Source: an optimization exercise on an open RTL-to-GDS flow (aim: small area). Production flows keep margins and buffers that such runs may drop. Function was checked by simulation only, so behaviour that the tests miss may differ from the original. No activity file was given, so power comes from the tool's default toggle rates. The flow treats the clock pin as an ideal source, which a real chip does not have.

--- flow/config.mk ---
export PLATFORM = sky130hd
export DESIGN_NAME = pkt_framer
export DESIGN_NICKNAME = pkt_framer
export VERILOG_FILES = /design/flow/design.v
export SDC_FILE = /design/flow/constraint.sdc
export NUM_CORES = 4
export LEC_CHECK = 0
export ABC_AREA = 0
export CAP_MARGIN = 20
export CORE_MARGIN = 2
export CORE_UTILIZATION = 75
export CTS_CLUSTER_DIAMETER = 80
export CTS_CLUSTER_SIZE = 30
export SLEW_MARGIN = 20
export SYNTH_HIERARCHICAL = 1
export SYNTH_MINIMUM_KEEP_SIZE = 0
--- flow/constraint.sdc ---
create_clock -name core_clock -period 6.0 [get_ports {sclk}]
set_input_delay 1.2000 -clock core_clock [delete_from_list [all_inputs] [get_ports {sclk}]]
set_output_delay 1.2000 -clock core_clock [all_outputs]
set_load 0.01 [all_outputs]
--- flow/design.v ---
`default_nettype none
package pkt_framer_pkg;
  typedef logic [63:0] word_t;       
  typedef logic [23:0] byte_cnt_t;   
  typedef logic [5:0]  near_t;       
  localparam logic [27:0] HDR_MARK = 28'hFFF_FFFF;
  localparam logic [31:0] TRL_MARK = 32'hFFEE_DDC9;
  localparam int NSLOT = 15;
  localparam logic [3:0] FILL_LIMIT = 4'd13;
  typedef enum logic [1:0] {
    IDLE  = 2'd0,   
    HDR   = 2'd1,   
    DATA  = 2'd2,   
    TRAIL = 2'd3    
  } seq_state_t;
endpackage
`default_nettype wire
`timescale 1ns/10ps
`default_nettype none
module stream_buffer (
  input  logic      sclk,
  input  logic      rst_n_f,
  input  logic      w_en,          
  input  pkt_framer_pkg::word_t     w_data,
  input  logic      eob,
  input  pkt_framer_pkg::byte_cnt_t byte_cnt,
  output logic      wfifo_ready,   
  output logic      buf_valid,     
  output pkt_framer_pkg::word_t     buf_word,      
  input  pkt_framer_pkg::word_t     ovr_n,         
  output logic      buf_eob,
  output pkt_framer_pkg::byte_cnt_t buf_cnt,
  input  logic      buf_pop,       
  input  logic      buf_show       
);
  localparam int N = pkt_framer_pkg::NSLOT;
  localparam int W = 64 + 1 + 24;   
  logic [W-1:0] mem [N];
  logic [W-1:0] w_ent;
  logic [W-1:0] rd_ent;
  assign w_ent = {byte_cnt, eob, w_data};
  logic [3:0] wr_ptr;    
  logic [3:0] rd_ptr;    
  logic [3:0] occ;       
  logic       cap_vld;   
  logic [N-1:0] wr_sel;
  logic [N-1:0] rd_sel;
  always_comb begin
    for (int i = 0; i < N; i++) begin
      wr_sel[i] = (wr_ptr == 4'(i));
      rd_sel[i] = (rd_ptr == 4'(i));
    end
  end
  always_ff @(posedge sclk) begin : slot_write
    for (int i = 0; i < N; i++) begin
      if (w_en && wr_sel[i]) begin
        mem[i] <= w_ent;
      end
    end
  end
  always_ff @(posedge sclk or negedge rst_n_f) begin : ctrl
    if (!rst_n_f) begin
      wr_ptr      <= '0;
      rd_ptr      <= '0;
      occ         <= '0;
      cap_vld     <= 1'b0;
      wfifo_ready <= 1'b0;
    end else begin
      cap_vld <= w_en;
      if (w_en) begin
        wr_ptr <= (wr_ptr == 4'(N-1)) ? 4'd0 : wr_ptr + 4'd1;
      end
      if (buf_pop) begin
        rd_ptr <= (rd_ptr == 4'(N-1)) ? 4'd0 : rd_ptr + 4'd1;
      end
      case ({w_en, buf_pop})
        2'b10:   occ <= occ + 4'd1;
        2'b01:   occ <= occ - 4'd1;
        default: occ <= occ;
      endcase
      wfifo_ready <= (occ <= pkt_framer_pkg::FILL_LIMIT);
    end
  end
  assign buf_valid = (occ > 4'(cap_vld));
  logic [N-1:0] rd_gsel;
  assign rd_gsel = rd_sel & {N{buf_show}};
  for (genvar b = 0; b < W; b++) begin : g_rd
    logic [N/3-1:0] grp_n;
    for (genvar g = 0; g < N/3; g++) begin : g_grp
      sel_aoi3 u_aoi (
        .d0 (mem[3*g][b]),   .s0 (rd_gsel[3*g]),
        .d1 (mem[3*g+1][b]), .s1 (rd_gsel[3*g+1]),
        .d2 (mem[3*g+2][b]), .s2 (rd_gsel[3*g+2]),
        .y_n(grp_n[g])
      );
    end
    assign rd_ent[b] = ~&grp_n;
  end
  for (genvar b = 0; b < 64; b++) begin : g_word
    assign buf_word[b] = ~(&g_rd[b].grp_n & ovr_n[b]);
  end
  assign buf_eob  = rd_ent[64];
  assign buf_cnt  = rd_ent[88:65];
endmodule
module sel_aoi3 (
  input  logic d0, s0,
  input  logic d1, s1,
  input  logic d2, s2,
  output logic y_n
);
  assign y_n = ~((d0 & s0) | (d1 & s1) | (d2 & s2));
endmodule
`default_nettype wire
`timescale 1ns/10ps
`default_nettype none
module frame_seq (
  input  logic      sclk,
  input  logic      rst_n_f,
  input  logic      start_blk,    
  input  pkt_framer_pkg::near_t     quant_near,   
  input  logic      buf_valid,
  input  pkt_framer_pkg::word_t     buf_word,     
  output pkt_framer_pkg::word_t     buf_ovr_n,    
  input  logic      buf_eob,
  input  pkt_framer_pkg::byte_cnt_t buf_cnt,
  output logic      buf_pop,      
  output logic      buf_show,     
  output logic      out_valid,
  output pkt_framer_pkg::word_t     out_data,
  input  logic      out_ready,
  output logic      block_done,   
  output logic      done_ack      
);
  pkt_framer_pkg::seq_state_t state;
  pkt_framer_pkg::seq_state_t state_nxt;
  logic start_q;      
  logic start_q2;     
  logic start_rise;   
  logic go;           
  logic      xfer;      
  pkt_framer_pkg::word_t     hdr_word;
  pkt_framer_pkg::word_t     trl_word;
  pkt_framer_pkg::byte_cnt_t trl_cnt;   
  always_ff @(posedge sclk or negedge rst_n_f) begin : start_sync
    if (!rst_n_f) begin
      start_q  <= 1'b0;
      start_q2 <= 1'b0;
    end else begin
      start_q  <= start_blk;
      start_q2 <= start_q;
    end
  end
  assign start_rise = start_q & ~start_q2;
  assign go = (state == pkt_framer_pkg::IDLE) & start_rise;
  assign xfer = out_valid & out_ready;
  assign hdr_word = {pkt_framer_pkg::HDR_MARK, 30'd0, quant_near};
  assign trl_word = {8'd0, trl_cnt, pkt_framer_pkg::TRL_MARK};
  always_comb begin : fsm_nxt
    state_nxt = state;
    case (state)
      pkt_framer_pkg::IDLE: begin
        if (go) begin
          state_nxt = pkt_framer_pkg::HDR;
        end
      end
      pkt_framer_pkg::HDR: begin
        if (xfer) begin
          state_nxt = pkt_framer_pkg::DATA;   
        end
      end
      pkt_framer_pkg::DATA: begin
        if (xfer && buf_eob) begin
          state_nxt = pkt_framer_pkg::TRAIL;   
        end
      end
      pkt_framer_pkg::TRAIL: begin
        if (xfer) begin
          state_nxt = pkt_framer_pkg::IDLE;
        end
      end
      default: begin
        state_nxt = pkt_framer_pkg::IDLE;
      end
    endcase
  end
  always_ff @(posedge sclk or negedge rst_n_f) begin : fsm_reg
    if (!rst_n_f) begin
      state <= pkt_framer_pkg::IDLE;
    end else begin
      state <= state_nxt;
    end
  end
  assign buf_show  = (state == pkt_framer_pkg::DATA);
  assign out_valid = (state == pkt_framer_pkg::HDR) | (state == pkt_framer_pkg::TRAIL) |
                     (buf_show & buf_valid);
  assign buf_ovr_n = ~(({64{state == pkt_framer_pkg::HDR}}   & hdr_word) |
                       ({64{state == pkt_framer_pkg::TRAIL}} & trl_word));
  assign out_data  = buf_word;
  assign buf_pop = (state == pkt_framer_pkg::DATA) & buf_valid & out_ready;
  assign block_done = (state == pkt_framer_pkg::TRAIL);
  always_ff @(posedge sclk) begin : trl_latch
    if (buf_pop) begin
      trl_cnt <= buf_cnt;
    end
  end
  always_ff @(posedge sclk or negedge rst_n_f) begin : ack_reg
    if (!rst_n_f) begin
      done_ack <= 1'b0;
    end else begin
      done_ack <= block_done & out_ready;   
    end
  end
endmodule
`default_nettype wire
`timescale 1ns/10ps
`default_nettype none
module pkt_framer (
  input  logic      sclk,
  input  logic      rst_n_f,
  input  logic      w_en,
  input  pkt_framer_pkg::word_t     w_data,
  input  logic      eob,
  input  pkt_framer_pkg::byte_cnt_t byte_cnt,
  output logic      wfifo_ready,
  input  logic      start_blk,
  input  pkt_framer_pkg::near_t     quant_near,
  output logic      out_valid,
  output pkt_framer_pkg::word_t     out_data,
  input  logic      out_ready,
  output logic      block_done,
  output logic      done_ack
);
  logic      buf_valid;
  pkt_framer_pkg::word_t     buf_word;
  logic      buf_eob;
  pkt_framer_pkg::byte_cnt_t buf_cnt;
  logic      buf_pop;     
  logic      buf_show;    
  pkt_framer_pkg::word_t     buf_ovr_n;   
  stream_buffer i_buf (
    .sclk        (sclk),
    .rst_n_f     (rst_n_f),
    .w_en        (w_en),
    .w_data      (w_data),
    .eob         (eob),
    .byte_cnt    (byte_cnt),
    .wfifo_ready (wfifo_ready),
    .buf_valid   (buf_valid),
    .buf_word    (buf_word),
    .ovr_n       (buf_ovr_n),
    .buf_eob     (buf_eob),
    .buf_cnt     (buf_cnt),
    .buf_pop     (buf_pop),
    .buf_show    (buf_show)
  );
  frame_seq i_seq (
    .sclk        (sclk),
    .rst_n_f     (rst_n_f),
    .start_blk   (start_blk),
    .quant_near  (quant_near),
    .buf_valid   (buf_valid),
    .buf_word    (buf_word),
    .buf_ovr_n   (buf_ovr_n),
    .buf_eob     (buf_eob),
    .buf_cnt     (buf_cnt),
    .buf_pop     (buf_pop),
    .buf_show    (buf_show),
    .out_valid   (out_valid),
    .out_data    (out_data),
    .out_ready   (out_ready),
    .block_done  (block_done),
    .done_ack    (done_ack)
  );
endmodule
`default_nettype wire
--- flow/flow/run.sh ---
#!/bin/bash
# Standard ORFS layout (standard synthesis unchanged), with two tweaks passed
# to the ORFS steps through their own variables:
#  - port buffers use the smallest buffer instead of the default pick
#  - CTS without dummy loads, with explicit sink clustering
#  - after global route, downsize gates off the critical paths (ORFS's
#    power-recovery step), which also gives back buffer and gate area
set -euo pipefail
export BUFFER_PORTS_ARGS="-buffer_cell sky130_fd_sc_hd__buf_1"
export CTS_ARGS="-sink_clustering_enable -repair_clock_nets -sink_clustering_size 30 -sink_clustering_max_diameter 80 -dont_use_dummy_load"
export RECOVER_POWER=100
bash standard.sh > standard.log 2>&1
--- flow/standard.sh ---
#!/bin/bash
# synth_recipe.tcl (not shown) runs the flow's synth.tcl, then flattens the netlist and writes it again
# the make line also repeats each setting of config.mk as NAME=value (left out here)
make -C /OpenROAD-flow-scripts/flow DESIGN_CONFIG=/design/flow/config.mk WORK_HOME=/design/flow/orfs CLKGATE_MAP_FILE= SYNTH_SCRIPT=/design/flow/synth_recipe.tcl "${@:-finish}"
==> flow_metrics.tcl <==
set metrics [dict create \
    vias 26100 \
    power.density_nw_per_um2 377 \
    ys_ff_latch 1378 \
    synth_top_cell_by_area "edfxtp_1" \
    cts_buffers 52 \
    max_cap_viol_count 29 \
    synthTopCellsByArea "edfxtp_1, a222oi_1, buf_4" \
    coreArea_um2 64200 \
    first_iter_violations 5660 \
    gp_congestion 0.753 \
    finalCriticalPeriod_ns 5.35 \
    cts_setup_buffers 0 \
    dp_hpwl_um 56600 \
    critical_path_class "in -> reg" \
    core.rowCount 93 \
    portBuffers 167 \
    wl_per_cell_um 35.1 \
    synth.avg_cell_area_um2 21.5 \
    worst_slack_ns 0.649 \
    cts_hold_buf 0 \
    nFillCells 3219 \
    slew_headroom -1.68 \
    drive_gt1_frac 0.0474 \
    die_h_um 258 \
    final_cells 3292 \
    clk_latency_ns 0.65 \
    setup_tns_ns 0 \
    cts.repair.resized 0 \
    post-place-cells 3229 \
    drc_errors 0 \
    antenna_left 0 \
    worstPathMaxFanout 40 \
    status "complete, but fails checks" \
    grt_usage 0.346 \
    synth.most_common_cell "edfxtp_1" \
    critPathCaptureType "flop" \
    cts_sinks 1378 \
    first_pass_iters 14 \
    synthCells 2253 \
    dieArea_um2 66700 \
    startpoint_type "primary input" \
    async_flop_share 0.0138 \
    peakVddDrop_v 0.000380 \
    grt_pass1_wl_um 167000 \
    synth_common_cells "edfxtp_1, a222oi_1, nand3_1, buf_4, and4_1" \
    maxSlewViolCount 1178 \
    rsz0062_at_grt "false" \
    syn_area_um2 48500 \
    finClkSkew_ns 0.0384 \
    fmax_ghz 0.187 \
    yosysSeqAreaShare 0.851 \
    clkSlewWorstSetupHoldPaths_ns 0.10 \
    cts_max_path_buffers 3 \
    antenna_found_initial 9 \
    synthFlopType "edfxtp_1" \
    totalWireLength_um 116000 \
    post-route-period-util 0.892 \
    final_nets 2537 \
    initial_utilization 0.755 \
    grt_max_degree 90 \
    grt-ovfl-total 0 \
    cts_tree "built" \
    crit_arrival_ns 5.61 \
    critPathRequiredTime_ns 6.26 \
    setup_violations 0 \
    synth_edf_count 1359 \
    critPathLaunch "w_en" \
    yosysWarnings 10 \
    min_from "i_seq.start_q" \
    cts_root_buf "clkbuf_16" \
    vias_per_cell 7.92 \
    syn_to_final_growth_pct 6.06 \
    synth_top_area_frac 0.841 \
    worst_slew_pin_slew_ns 4.01 \
    timing.final.hold_violations 0 \
    r2r_start "i_buf.wr_ptr[1]" \
    h-tree-depth 2 \
    die_w_um 258 \
    pre_cts_ws_ns 1.72 \
    hold_path.class "reg -> reg" \
    synth_cell_types 40 \
    grt_pass1_vias 25600 \
    finish.utilization 0.801 \
    power_leakage_nw 15.3 \
    design.portCount 168 \
    so_faults "max-capacitance violations, max-slew violations" \
]
==> layout make-up <==
cell class,count,area [um2],area share
multi-input cells,760,6580,0.128
inverters,8,30.0,0.000583
well taps,855,1070,0.0208
diodes,10,25.0,0.000486
flip-flops and latches,1378,41300,0.802
clock buffers,52,1300,0.0253
repair buffers,229,1170,0.0228
==> layout by cell type, fill, tap and decap left out, drive strengths merged, types with 15 or more instances in the layout <==
cell / count
and3: 26
nand3: 98
a222oi: 445
dfrtp: 19
nand2: 15
nor2: 24
edfxtp: 1359
clkbuf: 176
and4: 64
buf: 105
a21oi: 26
==> Yosys stat by module, one instance, submodules excluded, excerpt <==
| module | copies in the design | flops+latches |
|---|---|---|
| sel_aoi3 | 445 | 0 |
| stream_buffer | 1 | 1349 |
| frame_seq | 1 | 29 |
==> routing by layer <==
metal,GRT usage,up-vias,wire length (um)
li1,-,10500,-
met1,0.511,13100,40500
met2,0.551,2242,56100
met3,0.0497,228,15800
met4,0.116,6,3160
met5,0,-,41
==> critical path, stage by stage <==
cell and delay, ns:
clkbuf_1 0.25, inv_1 0.18, nor2_1 0.17, nand2_1 0.17, nor2_1 2.22, clkbuf_2 1.37
==> where the power goes <==
part,leakage [nW],internal (mW),switching [mW]
clock,0.641,1.56,2.55
sequential,12.5,11.5,0.281
combinational,2.11,1.01,2.46
==> final timing paths <==
| check | endpoint | slack, ns | cells past startpoint |
|---|---|---|---|
| setup / recovery | i_buf.mem[9][55] | 0.65 | 6 |
| hold / removal | i_seq.start_q2 | 0.40 | 0 |
| setup reg to reg | i_buf.mem[9][55] | 1.10 | 3 |
| hold reg to reg | i_seq.start_q2 | 0.40 | 0 |
| max in group asynchronous | i_buf.rd_ptr[2] | 4.64 | 2 |
| min in group asynchronous | i_seq.state[1] | 0.43 | 1 |
==> stage by stage <==
step / hold WS, ns / total power [mW] / cell area (um2)
finish: 0.399 / 19.4 / 51500
global route: 0.416 / 20.0 / 51500
CTS: 0.406 / 19.4 / 51700
detailed placement: 0.383 / 15.5 / 50400
global placement: 0.366 / 15.3 / 50400
floorplan: 0.355 / 14.5 / 48600
==> cell families (layout without fill, tap and decap cells) <==
kind of cell	count (synthesis)	after routing	synth area share
AOI/OAI and AO/OA	490	490	0.0974
and+or+nand+nor	250	250	0.0312
adders and majority gates	8	8	0.00206
xor gates and xnor gates	5	5	0.000902
other	1	14	0.0000773
muxes	3	3	0.000696
DFF	1378	1378	0.851
buffers and inverters	118	289	0.0169
==> state kept, by name, indices dropped and copies added, names as in the netlist <==
register / flops
i_seq.state: 2
i_buf.rd_ptr: 4
i_seq.start_q: 1
i_buf.occ: 4
i_seq.start_q2: 1
i_buf.wfifo_ready: 1
i_buf.mem: 1335
i_seq.trl_cnt: 24
i_buf.cap_vld: 1
i_seq.done_ack: 1
i_buf.wr_ptr: 4

## separate check: timing with driven ports
The flow's constraints put no driver on any port. The routed layout listed below was extracted and timed again, unchanged, in two steps.
Step 1 (the two cells are an assumption about what drives the block):
set clk [get_ports {sclk}]
set_driving_cell -lib_cell sky130_fd_sc_hd__clkbuf_16 $clk
set_driving_cell -lib_cell sky130_fd_sc_hd__buf_2 [delete_from_list [all_inputs] $clk]
Step 2 times the ports against the registers' clock, not the clock port: input delays grow and output delays shrink by t, the midpoint of the rising clock arrivals with the driver on.
Three values: no drivers, after step 1, after step 2; two values: the first two.
t (ns): 0.701
setup WS [ns]: 0.649 / 0.643 / -0.016
slew at the worst register clock pin (ns): 0.11 / 0.11
The setup slack of this run moves by -0.006 ns with the drivers and by -0.665 ns with both steps.
